From an optimization exercise on the open Yosys and OpenROAD flow, aimed at small area; shortcuts taken in it are not production practice.
Function was checked by simulation only, so behaviour that the tests miss may differ from the original.
No activity file was given, so power comes from the tool's default toggle rates.

==> module wb_regfile, before the edit <==
module wb_regfile (
  input  logic              clk,
  input  logic              rst,
  input  logic              wb_we,
  input  logic [wb_regfile_pkg::ADDR_W-1:0] wb_waddr,
  input  logic [wb_regfile_pkg::DATA_W-1:0] wb_wdata,
  input  logic              wb_whilo,
  input  logic [wb_regfile_pkg::DATA_W-1:0] wb_hi,
  input  logic [wb_regfile_pkg::DATA_W-1:0] wb_lo,
  input  logic              wb_LLbit_we,
  input  logic              wb_LLbit_value,
  input  logic              flush,
  input  logic              re1,
  input  logic              re2,
  input  logic [wb_regfile_pkg::ADDR_W-1:0] raddr1,
  input  logic [wb_regfile_pkg::ADDR_W-1:0] raddr2,
  output logic [wb_regfile_pkg::DATA_W-1:0] rdata1,
  output logic [wb_regfile_pkg::DATA_W-1:0] rdata2,
  output logic [wb_regfile_pkg::DATA_W-1:0] hi_o,
  output logic [wb_regfile_pkg::DATA_W-1:0] lo_o,
  output logic              LLbit_o
);
  localparam int N = wb_regfile_pkg::NUM_REGS;
  localparam int W = wb_regfile_pkg::DATA_W;
  wb_regfile_pkg::word_t regs_q [1:N-1];
  wb_regfile_pkg::word_t hi_q, lo_q;
  logic [N-1:1] wsel, hold;
  for (genvar r = 1; r < N; r++) begin : g_wdec
    assign wsel[r] = !rst && wb_we && (wb_waddr == r);
    assign hold[r] = !rst && !(wb_we && (wb_waddr == r));
  end
  wire hl_w = !rst && wb_whilo;
  wire hl_h = !rst && !wb_whilo;
  wb_regfile_pkg::word_t regs_d [1:N-1];
  wb_regfile_pkg::word_t hi_d, lo_d;
  for (genvar b = 0; b < W; b++) begin : g_nxt
    for (genvar r = 1; r < N; r++) begin : g_reg
      wb_ao22 u_nxt (.a_i(regs_q[r][b]), .b_i(hold[r]), .c_i(wb_wdata[b]), .d_i(wsel[r]),
                     .y_o(regs_d[r][b]));
    end
    wb_ao22 u_hi (.a_i(hi_q[b]), .b_i(hl_h), .c_i(wb_hi[b]), .d_i(hl_w), .y_o(hi_d[b]));
    wb_ao22 u_lo (.a_i(lo_q[b]), .b_i(hl_h), .c_i(wb_lo[b]), .d_i(hl_w), .y_o(lo_d[b]));
  end
  always_ff @(posedge clk) begin
    for (int r = 1; r < N; r++) regs_q[r] <= regs_d[r];
    hi_q <= hi_d;
    lo_q <= lo_d;
  end
  logic re [2];
  wb_regfile_pkg::addr_t raddr [2];
  wb_regfile_pkg::word_t rdata [2];
  assign re[0] = re1;
  assign re[1] = re2;
  assign raddr[0] = raddr1;
  assign raddr[1] = raddr2;
  for (genvar k = 0; k < 2; k++) begin : g_rd
    wire live = !rst && re[k] && raddr[k] != wb_regfile_pkg::REG_ZERO;
    wire byp  = live && wb_we && raddr[k] == wb_waddr;
    wire rd   = live && !byp;
    logic [N-1:1] rsel;
    always_comb
      for (int r = 1; r < N; r++) rsel[r] = rd && (raddr[k] == r);
    for (genvar b = 0; b < W; b++) begin : g_bit
      logic [N-1:0] col;
      assign col[0] = wb_wdata[b];
      for (genvar r = 1; r < N; r++) begin : g_col
        assign col[r] = regs_q[r][b];
      end
      wb_rd_mux u_mux (.d_i(col), .sel_i({rsel, byp}), .y_o(rdata[k][b]));
    end
  end
  assign rdata1 = rdata[0];
  assign rdata2 = rdata[1];
  assign hi_o = hi_q;
  assign lo_o = lo_q;
  wb_llbit_reg u_llbit (
    .clk     (clk),
    .rst     (rst),
    .flush_i (flush),
    .we_i    (wb_LLbit_we),
    .value_i (wb_LLbit_value),
    .llbit_o (LLbit_o)
  );
endmodule
==> module wb_rd_mux, before the edit <==
module wb_rd_mux (
  input  logic [wb_regfile_pkg::NUM_REGS-1:0] d_i,
  input  logic [wb_regfile_pkg::NUM_REGS-1:0] sel_i,
  output logic                                y_o
);
  logic [10:0] n;
  for (genvar g = 0; g < 10; g++) begin : g_grp
    wb_aoi222 u_aoi (.a_i(d_i[3*g+:3]), .b_i(sel_i[3*g+:3]), .y_o(n[g]));
  end
  wb_aoi22 u_aoi22 (.a_i(d_i[31:30]), .b_i(sel_i[31:30]), .y_o(n[10]));
  logic [2:0] m;
  wb_nand4 u_n0 (.a_i(n[3:0]), .y_o(m[0]));
  wb_nand4 u_n1 (.a_i(n[7:4]), .y_o(m[1]));
  wb_nand3 u_n2 (.a_i(n[10:8]), .y_o(m[2]));
  wb_or3 u_or (.a_i(m), .y_o(y_o));
endmodule
==> module wb_aoi22, before the edit <==
module wb_aoi22 (
  input  logic [1:0] a_i,
  input  logic [1:0] b_i,
  output logic       y_o
);
  assign y_o = ~|(a_i & b_i);
endmodule
==> module wb_nand3, before the edit <==
module wb_nand3 (
  input  logic [2:0] a_i,
  output logic       y_o
);
  assign y_o = ~&a_i;
endmodule
==> flow/config.mk <==
export PLATFORM = sky130hd
export DESIGN_NAME = wb_regfile
export DESIGN_NICKNAME = wb_regfile
export VERILOG_FILES = /design/flow/design.v
export SDC_FILE = /design/flow/constraint.sdc
export NUM_CORES = 4
export LEC_CHECK = 0
export CAP_MARGIN = 20
export CORE_MARGIN = 2
export CORE_UTILIZATION = 40
export SLEW_MARGIN = 20
export SYNTH_HIERARCHICAL = 1
==> flow/constraint.sdc <==
create_clock -name core_clock -period 10.0 [get_ports {clk}]
set_input_delay 2.0000 -clock core_clock [delete_from_list [all_inputs] [get_ports {clk}]]
set_output_delay 2.0000 -clock core_clock [all_outputs]
set_load 0.01 [all_outputs]
standard.sh (not shown) runs the stock make flow with config.mk's settings and CLKGATE_MAP_FILE= SYNTH_SCRIPT=/design/flow/synth_recipe.tcl, a recipe that flattens the netlist after the stock synthesis.
==> flow/flow/run.sh <==
#!/bin/bash
# The standard ORFS layout, with two changes to how it is built:
#  - ports are buffered with the smallest buffer (buf_1) instead of the one
#    buffer_ports picks by itself;
#  - clock tree synthesis clusters more sinks per leaf buffer and inserts no
#    dummy loads.
set -euo pipefail
export BUFFER_PORTS_ARGS="-buffer_cell sky130_fd_sc_hd__buf_1"
export CTS_ARGS="-sink_clustering_enable -repair_clock_nets -sink_clustering_size 24 -sink_clustering_max_diameter 80 -dont_use_dummy_load"
bash standard.sh > standard_flow.log 2>&1
The first run ran to the end with no violations.
Change:
--- a/flow/design.v
+++ b/flow/design.v
@@ -43,19 +43,22 @@
   output logic              LLbit_o
 );
   localparam int N = wb_regfile_pkg::NUM_REGS;
   localparam int W = wb_regfile_pkg::DATA_W;
   wb_regfile_pkg::word_t regs_q [1:N-1];
   wb_regfile_pkg::word_t hi_q, lo_q;
-  logic [N-1:1] wsel, hold;
+  logic [N-1:1] wsel, hold, wsel_n, hold_n;
   for (genvar r = 1; r < N; r++) begin : g_wdec
-    assign wsel[r] = !rst && wb_we && (wb_waddr == r);
-    assign hold[r] = !rst && !(wb_we && (wb_waddr == r));
+    assign wsel_n[r] = !(!rst && wb_we && (wb_waddr == r));
+    assign hold_n[r] = !(!rst && !(wb_we && (wb_waddr == r)));
+    wb_inv u_ws (.a_i(wsel_n[r]), .y_o(wsel[r]));
+    wb_inv u_hd (.a_i(hold_n[r]), .y_o(hold[r]));
   end
-  wire hl_w = !rst && wb_whilo;
-  wire hl_h = !rst && !wb_whilo;
+  logic hl_w, hl_h;
+  wb_inv u_hlw (.a_i(!(!rst && wb_whilo)), .y_o(hl_w));
+  wb_inv u_hlh (.a_i(!(!rst && !wb_whilo)), .y_o(hl_h));
   wb_regfile_pkg::word_t regs_d [1:N-1];
   wb_regfile_pkg::word_t hi_d, lo_d;
   for (genvar b = 0; b < W; b++) begin : g_nxt
     for (genvar r = 1; r < N; r++) begin : g_reg
       wb_ao22 u_nxt (.a_i(regs_q[r][b]), .b_i(hold[r]), .c_i(wb_wdata[b]), .d_i(wsel[r]),
                      .y_o(regs_d[r][b]));
@@ -74,17 +77,21 @@
   assign re[0] = re1;
   assign re[1] = re2;
   assign raddr[0] = raddr1;
   assign raddr[1] = raddr2;
   for (genvar k = 0; k < 2; k++) begin : g_rd
     wire live = !rst && re[k] && raddr[k] != wb_regfile_pkg::REG_ZERO;
-    wire byp  = live && wb_we && raddr[k] == wb_waddr;
-    wire rd   = live && !byp;
-    logic [N-1:1] rsel;
-    always_comb
-      for (int r = 1; r < N; r++) rsel[r] = rd && (raddr[k] == r);
+    wire byp_c = live && wb_we && raddr[k] == wb_waddr;
+    wire rd    = live && !byp_c;
+    logic byp;
+    logic [N-1:1] rsel, rsel_n;
+    wb_inv u_byp (.a_i(!byp_c), .y_o(byp));
+    for (genvar r = 1; r < N; r++) begin : g_rdec
+      assign rsel_n[r] = !(rd && (raddr[k] == r));
+      wb_inv u_rs (.a_i(rsel_n[r]), .y_o(rsel[r]));
+    end
     for (genvar b = 0; b < W; b++) begin : g_bit
       logic [N-1:0] col;
       assign col[0] = wb_wdata[b];
       for (genvar r = 1; r < N; r++) begin : g_col
         assign col[r] = regs_q[r][b];
       end
@@ -106,21 +113,20 @@
 endmodule
 module wb_rd_mux (
   input  logic [wb_regfile_pkg::NUM_REGS-1:0] d_i,
   input  logic [wb_regfile_pkg::NUM_REGS-1:0] sel_i,
   output logic                                y_o
 );
-  logic [10:0] n;
+  logic [9:0] n;
   for (genvar g = 0; g < 10; g++) begin : g_grp
     wb_aoi222 u_aoi (.a_i(d_i[3*g+:3]), .b_i(sel_i[3*g+:3]), .y_o(n[g]));
   end
-  wb_aoi22 u_aoi22 (.a_i(d_i[31:30]), .b_i(sel_i[31:30]), .y_o(n[10]));
   logic [2:0] m;
   wb_nand4 u_n0 (.a_i(n[3:0]), .y_o(m[0]));
   wb_nand4 u_n1 (.a_i(n[7:4]), .y_o(m[1]));
-  wb_nand3 u_n2 (.a_i(n[10:8]), .y_o(m[2]));
+  wb_nand_aoi u_n2 (.n_i(n[9:8]), .a_i(d_i[31:30]), .b_i(sel_i[31:30]), .y_o(m[2]));
   wb_or3 u_or (.a_i(m), .y_o(y_o));
 endmodule
 module wb_aoi222 (
   input  logic [2:0] a_i,
   input  logic [2:0] b_i,
   output logic       y_o
@@ -133,31 +139,32 @@
   input  logic c_i,
   input  logic d_i,
   output logic y_o
 );
   assign y_o = (a_i & b_i) | (c_i & d_i);
 endmodule
-module wb_aoi22 (
+module wb_nand_aoi (
+  input  logic [1:0] n_i,
   input  logic [1:0] a_i,
   input  logic [1:0] b_i,
   output logic       y_o
 );
-  assign y_o = ~|(a_i & b_i);
+  assign y_o = ~(&n_i & ~|(a_i & b_i));
 endmodule
 module wb_nand4 (
   input  logic [3:0] a_i,
-  output logic       y_o
-);
-  assign y_o = ~&a_i;
-endmodule
-module wb_nand3 (
-  input  logic [2:0] a_i,
   output logic       y_o
 );
   assign y_o = ~&a_i;
 endmodule
 module wb_or3 (
   input  logic [2:0] a_i,
   output logic       y_o
 );
   assign y_o = |a_i;
 endmodule
+module wb_inv (
+  input  logic a_i,
+  output logic y_o
+);
+  assign y_o = ~a_i;
+endmodule
After rerunning: Die area shrinks by 0.35%. Design area falls by about 3.5%. Via count stays flat. Cell count increases by 1.4%. Total power drops by 0.30%. Worst hold slack hardly moves.

[re-timing with driven ports]
The results above use ideal ports. As a check the final layouts listed here were re-extracted and re-timed, cells and wires unchanged. Step 1, drivers: a clkbuf_16 drives clk and a buf_2 each remaining input, both assumed. Step 2 also shifts input and output timing later by t, the mid clock arrival at the registers, as if the neighbouring blocks saw the same clock. Slacks: no drivers / after step 1 / after step 2; pairs: no drivers / after step 1.
| run | t, ns | slack for setup (ns) | worst register clock-pin slew, ns |
|---|---|---|---|
| the first run | 0.741 | 1.721 / 1.680 / 1.680 | 0.10 / 0.10 |
| the second run | 0.752 | 2.104 / 2.065 / 2.065 | 0.10 / 0.10 |
After both steps every run listed still meets setup and hold. The setup slack of the first run, which loses most, moves by -0.041 ns with the drivers and by -0.041 ns with both steps.
